What follows belongs to an exercise in optimizing a design on an open flow for small area, a short achievable clock period and few clock cycles per item; a production flow would make more cautious choices. For this run, only the layout was checked, not whether the RTL still works. No activity file was given, so power comes from the tool's default toggle rates.

==> flow/design.v <==
`default_nettype none
package bfbp_pkg;
   localparam int unsigned WeightWidth = 16;
   localparam int unsigned IndexWidth  = 7;
   localparam int unsigned CountWidth  = 8;
   localparam int unsigned StatusWidth = 2;
   typedef enum logic [StatusWidth-1:0] {
      STATUS_PLACED     = 2'd0,
      STATUS_OVERWEIGHT = 2'd1,
      STATUS_FULL       = 2'd2
   } status_type;
   typedef struct packed {
      logic [WeightWidth-1:0] item_weight;
      logic                   last_item;
   } req_payload_type;
   typedef struct packed {
      logic [IndexWidth-1:0]  bin_index;
      logic                   opened_new;
      logic [CountWidth-1:0]  bins_in_use;
      logic [StatusWidth-1:0] status;
      logic                   set_done;
   } rsp_payload_type;
endpackage
`default_nettype wire
`default_nettype none
module best_fit_bin_packer #(
   parameter int unsigned MAX_BINS = 128
) (
   input  wire logic              clock,
   input  wire logic              reset,
   input  wire logic              req_valid,
   output wire logic              req_ready,
   input  wire logic [15:0]       req_item_weight,
   input  wire logic              req_last_item,
   output wire logic              rsp_valid,
   input  wire logic              rsp_ready,
   output wire logic [6:0]        rsp_bin_index,
   output wire logic              rsp_opened_new,
   output wire logic [7:0]        rsp_bins_in_use,
   output wire logic [1:0]        rsp_status,
   output wire logic              rsp_set_done,
   input  wire logic              csr_wr_en,
   input  wire logic [15:0]       csr_wr_data
);
   localparam int unsigned N  = MAX_BINS;
   localparam int unsigned AW = $clog2(MAX_BINS);      
   localparam int unsigned CW = $clog2(MAX_BINS + 1);  
   localparam int unsigned WW = 16;
   localparam int unsigned KW = WW + AW;               
   typedef enum logic [1:0] {
      ST_IDLE = 2'd0,
      ST_A    = 2'd1,
      ST_B    = 2'd2
   } state_type;
   function automatic logic lt_key(input logic [KW-1:0] a, input logic [KW-1:0] b);
      logic [31:0] gt, ls;
      gt = 32'(a & ~b);
      ls = 32'(~a & b);
      for (int s = 1; s < 32; s = s * 2) begin
         for (int k = 0; k < 32; k = k + 2 * s) begin
            ls[k] = ls[k+s] | (~gt[k+s] & ls[k]);
            gt[k] = gt[k+s] | (~ls[k+s] & gt[k]);
         end
      end
      lt_key = ls[0];
   endfunction
   state_type       state_ff;
   logic [WW-1:0]   cap_ff;
   logic [WW-1:0]   weight_ff;
   logic            last_ff;
   logic            over_ff;
   logic [CW-1:0]   count_ff;
   logic            rsp_valid_ff;
   logic [6:0]      rsp_idx_ff;
   logic            rsp_new_ff;
   logic [7:0]      rsp_cnt_ff;
   logic [1:0]      rsp_st_ff;
   logic            rsp_done_ff;
   logic [N-1:0]    slot_v;
   logic [KW-1:0]   slot_k [N];
   logic [N-1:0]    fit_ff;
   logic            found_ff;
   logic [KW-1:0]   best_ff;
   logic out_free, req_fire, commit;
   assign out_free  = !rsp_valid_ff || rsp_ready;
   assign req_ready = (state_ff == ST_IDLE) || ((state_ff == ST_B) && out_free);
   assign req_fire  = req_valid && req_ready;
   assign commit    = (state_ff == ST_B) && out_free;
   assign rsp_valid       = rsp_valid_ff;
   assign rsp_bin_index   = rsp_idx_ff;
   assign rsp_opened_new  = rsp_new_ff;
   assign rsp_bins_in_use = rsp_cnt_ff;
   assign rsp_status      = rsp_st_ff;
   assign rsp_set_done    = rsp_done_ff;
   logic            full;
   logic            do_write;
   logic            opened;
   logic [CW-1:0]   res_count;
   logic [1:0]      status;
   logic [KW-1:0]   new_key;
   logic [AW-1:0]   res_idx;
   assign full = (count_ff == CW'(N));
   always_comb begin
      do_write  = 1'b0;
      opened    = 1'b0;
      res_count = count_ff;
      status    = 2'd0;
      res_idx   = '0;
      new_key   = {best_ff[KW-1:AW] - weight_ff, best_ff[AW-1:0]};
      if (over_ff) begin
         status = 2'd1;
      end else if (found_ff) begin
         do_write = 1'b1;
         res_idx  = best_ff[AW-1:0];
      end else if (full) begin
         status = 2'd2;
      end else begin
         do_write  = 1'b1;
         opened    = 1'b1;
         res_count = count_ff + CW'(1);
         res_idx   = count_ff[AW-1:0];
         new_key   = {cap_ff - weight_ff, count_ff[AW-1:0]};
      end
   end
   logic [KW-1:0]   cmp_key;
   logic [N-1:0]    cmp_lt;
   logic [N-1:0]    fit;
   logic [N-1:0]    first;
   logic [KW-1:0]   best;
   assign cmp_key = (state_ff == ST_A) ? {weight_ff, {AW{1'b0}}} : new_key;
   for (genvar p = 0; p < N; p++) begin : g_cmp
      assign cmp_lt[p] = lt_key(slot_k[p], cmp_key);
      assign fit[p]    = slot_v[p] && !cmp_lt[p];
      if (p == 0) begin : g_f0
         assign first[p] = fit[p];
      end else begin : g_fp
         assign first[p] = fit[p] && !fit[p-1];
      end
   end
   always_comb begin
      best = '0;
      for (int p = 0; p < N; p++) begin
         best = best | ({KW{first[p]}} & slot_k[p]);
      end
   end
   logic [N-1:0]    lt;
   logic [N-1:0]    in_range;    
   logic [N-1:0]    load_new;
   logic [N-1:0]    shift_up;
   assign lt = slot_v & cmp_lt;
   for (genvar p = 0; p < N; p++) begin : g_mv
      if (p == 0) begin : g_m0
         assign in_range[p] = 1'b1;
         assign load_new[p] = !lt[p];
         assign shift_up[p] = 1'b0;
      end else begin : g_mp
         assign in_range[p] = found_ff ? !fit_ff[p-1] : slot_v[p-1];
         assign load_new[p] = !lt[p] && lt[p-1] && in_range[p];
         assign shift_up[p] = !lt[p-1] && in_range[p];
      end
   end
   always_ff @(posedge clock) begin
      if (reset) begin
         state_ff     <= ST_IDLE;
         cap_ff       <= '1;
         count_ff     <= '0;
         slot_v       <= '0;
         rsp_valid_ff <= 1'b0;
      end else begin
         if (csr_wr_en) cap_ff <= csr_wr_data;
         if (rsp_ready) rsp_valid_ff <= 1'b0;
         case (state_ff)
            ST_IDLE: if (req_fire) state_ff <= ST_A;
            ST_A:    state_ff <= ST_B;
            ST_B:    if (commit) state_ff <= req_fire ? ST_A : ST_IDLE;
            default: state_ff <= ST_IDLE;
         endcase
         if (commit) begin
            rsp_valid_ff <= 1'b1;
            if (last_ff) begin
               count_ff <= '0;
               slot_v   <= '0;
            end else if (opened) begin
               count_ff <= res_count;
               slot_v   <= {slot_v[N-2:0], 1'b1};
            end
         end
      end
   end
   always_ff @(posedge clock) begin
      if (req_fire) begin
         weight_ff <= req_item_weight;
         last_ff   <= req_last_item;
         over_ff   <= req_item_weight > cap_ff;
      end
      if (state_ff == ST_A) begin
         fit_ff   <= fit;
         found_ff <= |fit;
         best_ff  <= best;
      end
      if (commit) begin
         rsp_idx_ff  <= 7'(res_idx);
         rsp_new_ff  <= opened;
         rsp_cnt_ff  <= 8'(res_count);
         rsp_st_ff   <= status;
         rsp_done_ff <= last_ff;
      end
   end
   for (genvar p = 0; p < N; p++) begin : g_slot
      always_ff @(posedge clock) begin
         if (commit && do_write) begin
            if (load_new[p]) begin
               slot_k[p] <= new_key;
            end else if (shift_up[p]) begin
               if (p > 0) slot_k[p] <= slot_k[(p > 0) ? p - 1 : 0];
            end
         end
      end
   end
endmodule
`default_nettype wire
==> flow/run.sh <==
#!/bin/bash
# synth_recipe.tcl (not shown) runs the flow's synth.tcl, then flattens the netlist and writes it again
# the make line also repeats each setting of config.mk as NAME=value (left out here)
make -C /OpenROAD-flow-scripts/flow DESIGN_CONFIG=/design/flow/config.mk WORK_HOME=/design/flow/orfs CLKGATE_MAP_FILE= SYNTH_SCRIPT=/design/flow/synth_recipe.tcl finish
==> flow/config.mk <==
export PLATFORM = sky130hd
export DESIGN_NAME = best_fit_bin_packer
export DESIGN_NICKNAME = best_fit_bin_packer
export VERILOG_FILES = /design/flow/design.v
export SDC_FILE = /design/flow/constraint.sdc
export NUM_CORES = 4
export LEC_CHECK = 0
export CAP_MARGIN = 20
export CORE_MARGIN = 2
export CORE_UTILIZATION = 40
export SLEW_MARGIN = 20
==> flow/constraint.sdc <==
create_clock -name core_clock -period 6.0 [get_ports {clock}]
set_input_delay 1.2000 -clock core_clock [delete_from_list [all_inputs] [get_ports {clock}]]
set_output_delay 1.2000 -clock core_clock [all_outputs]
set_load 0.01 [all_outputs]
==> metrics.csv <==
stage;metric;value;unit
global_route;grtUsageTotal;95.8;%
placement;dpl_cell_area;276000;um^2
global_route;grt_overflow;16529;
clock_tree;clock_path_buffers;4;
die;die_x;735;um
placement;hpwl;1930;mm
clock_tree;clkSinkCount;3287;
global_route;grt_start_max_net_pins;66;
synthesis;syn_area;214000;um^2
die;die_y;735;um
synthesis;ys_ff_latch;3287;
die;row_count;268;
clock_tree;cts_buffers;407;
synthesis;syn_nets;23751;
run_status;outcome;aborted with a tool error;
placement;io_buffers;58;
die;io_pins;59;
clock_tree;clockRootBuffer;clkbuf_16;
synthesis;syn_area_per_cell;9.03;um^2
placement;placed_cells;34724;
clock_tree;h-tree-depth;5;
synthesis;synth-main-ff-cell;edfxtp_1;
synthesis;synthCells;23662;
global_route;grt_pass1_vias;317019;
placement;pre_cts_slack;-3860;ps
synthesis;yosysUniqueCellTypes;134;
placement;gp_congestion;1.57;
synthesis;synth_edf_count;3132;
synthesis;async_reset_ff_share;0;%
run_status;toolErrorMsg;[ERROR GRT-0116] Global routing finished with congestion. Check the congestion regions in the DRC Viewer.;
synthesis;synth-seq-area-share;45.5;%
synthesis;yosysWarningCount;2;
clock_tree;hold_buffers;0;
run_status;lastStage;5_1_grt;
global_route;grt_pass1_wl;3570;mm
die;initial_core_util;40.1;%
==> routing by layer <==
layer,global-route usage [%],GRT overflow
met1,94.6,2020
met2,103,8530
met3,90.9,1935
met4,93.8,3776
met5,82.0,268
==> cell families after synthesis <==
logic type | synth area share (%)
buffers and inverters | 5.85
AOI/OAI and AO/OA | 30.2
xor gates and xnor gates | 0.0861
DFF | 45.5
adders and majority gates | 2.08
and+or+nand+nor | 14.9
muxes | 1.44
==> metrics by stage <==
step / power, mW / setup TNS (ps) / utilization (%)
2_1_floorplan: 34.2 / 0 / -
4_1_cts: 76.4 / -188470 / 55.7
3_3_place_gp: 49.0 / -1536490 / 51.8
3_5_place_dp: 49.1 / -1337340 / 51.9
==> worst min-delay path by stage <==
| stage | from | to | slack, ps | cells after the start |
|---|---|---|---|---|
| after detailed placement | slot_v[114]$_SDFFE_PP0P_ | slot_v[114]$_SDFFE_PP0P_ | 510 | 2 |
| after CTS | reset | count_ff[2]$_SDFFE_PP0P_ | 490 | 2 |
| after global placement | slot_v[51]$_SDFFE_PP0P_ | slot_v[51]$_SDFFE_PP0P_ | 490 | 2 |
| after floorplan | last_ff$_DFFE_PP_ | rsp_done_ff$_DFFE_PP_ | 450 | 0 |
==> power groups by stage <==
stage	clock, mW	sequential [mW]	combinational (mW)
CTS	26.5	25.4	24.5
detailed placement	0	25.9	23.1
global placement	0	25.9	23.0
floorplan	0	25.6	8.51
==> timing repair <==
action / in CTS
setup buffers: 222
gates resized for setup: 896
endpoints found under the setup margin: 4329
gates cloned: 11
pin swaps: 252
==> synth_stat cells, types with 167 or more instances <==
| library cell | n | area share [%] |
|---|---|---|
| nand4_1 | 265 | 0.78 |
| a222oi_1 | 279 | 1.3 |
| a31oi_1 | 243 | 0.71 |
| o211ai_1 | 240 | 0.84 |
| nand2_1 | 2926 | 5.1 |
| clkbuf_1 | 1371 | 2.4 |
| nor3_1 | 342 | 0.80 |
| buf_2 | 571 | 1.3 |
| edfxtp_1 | 3132 | 44 |
| a211oi_1 | 293 | 1.0 |
| mux2_2 | 260 | 1.4 |
| nand3_1 | 300 | 0.70 |
| inv_1 | 615 | 1.1 |
| o22ai_1 | 504 | 1.5 |
| nor2_1 | 1982 | 3.5 |
| a22o_1 | 348 | 1.4 |
| o21ai_0 | 2659 | 6.2 |
| o21a_1 | 191 | 0.67 |
| a221oi_1 | 350 | 1.4 |
| maj3_1 | 372 | 1.7 |
| a21oi_1 | 2051 | 4.8 |
| a22oi_1 | 672 | 2.4 |
| and3_1 | 167 | 0.49 |
| or3_1 | 193 | 0.57 |
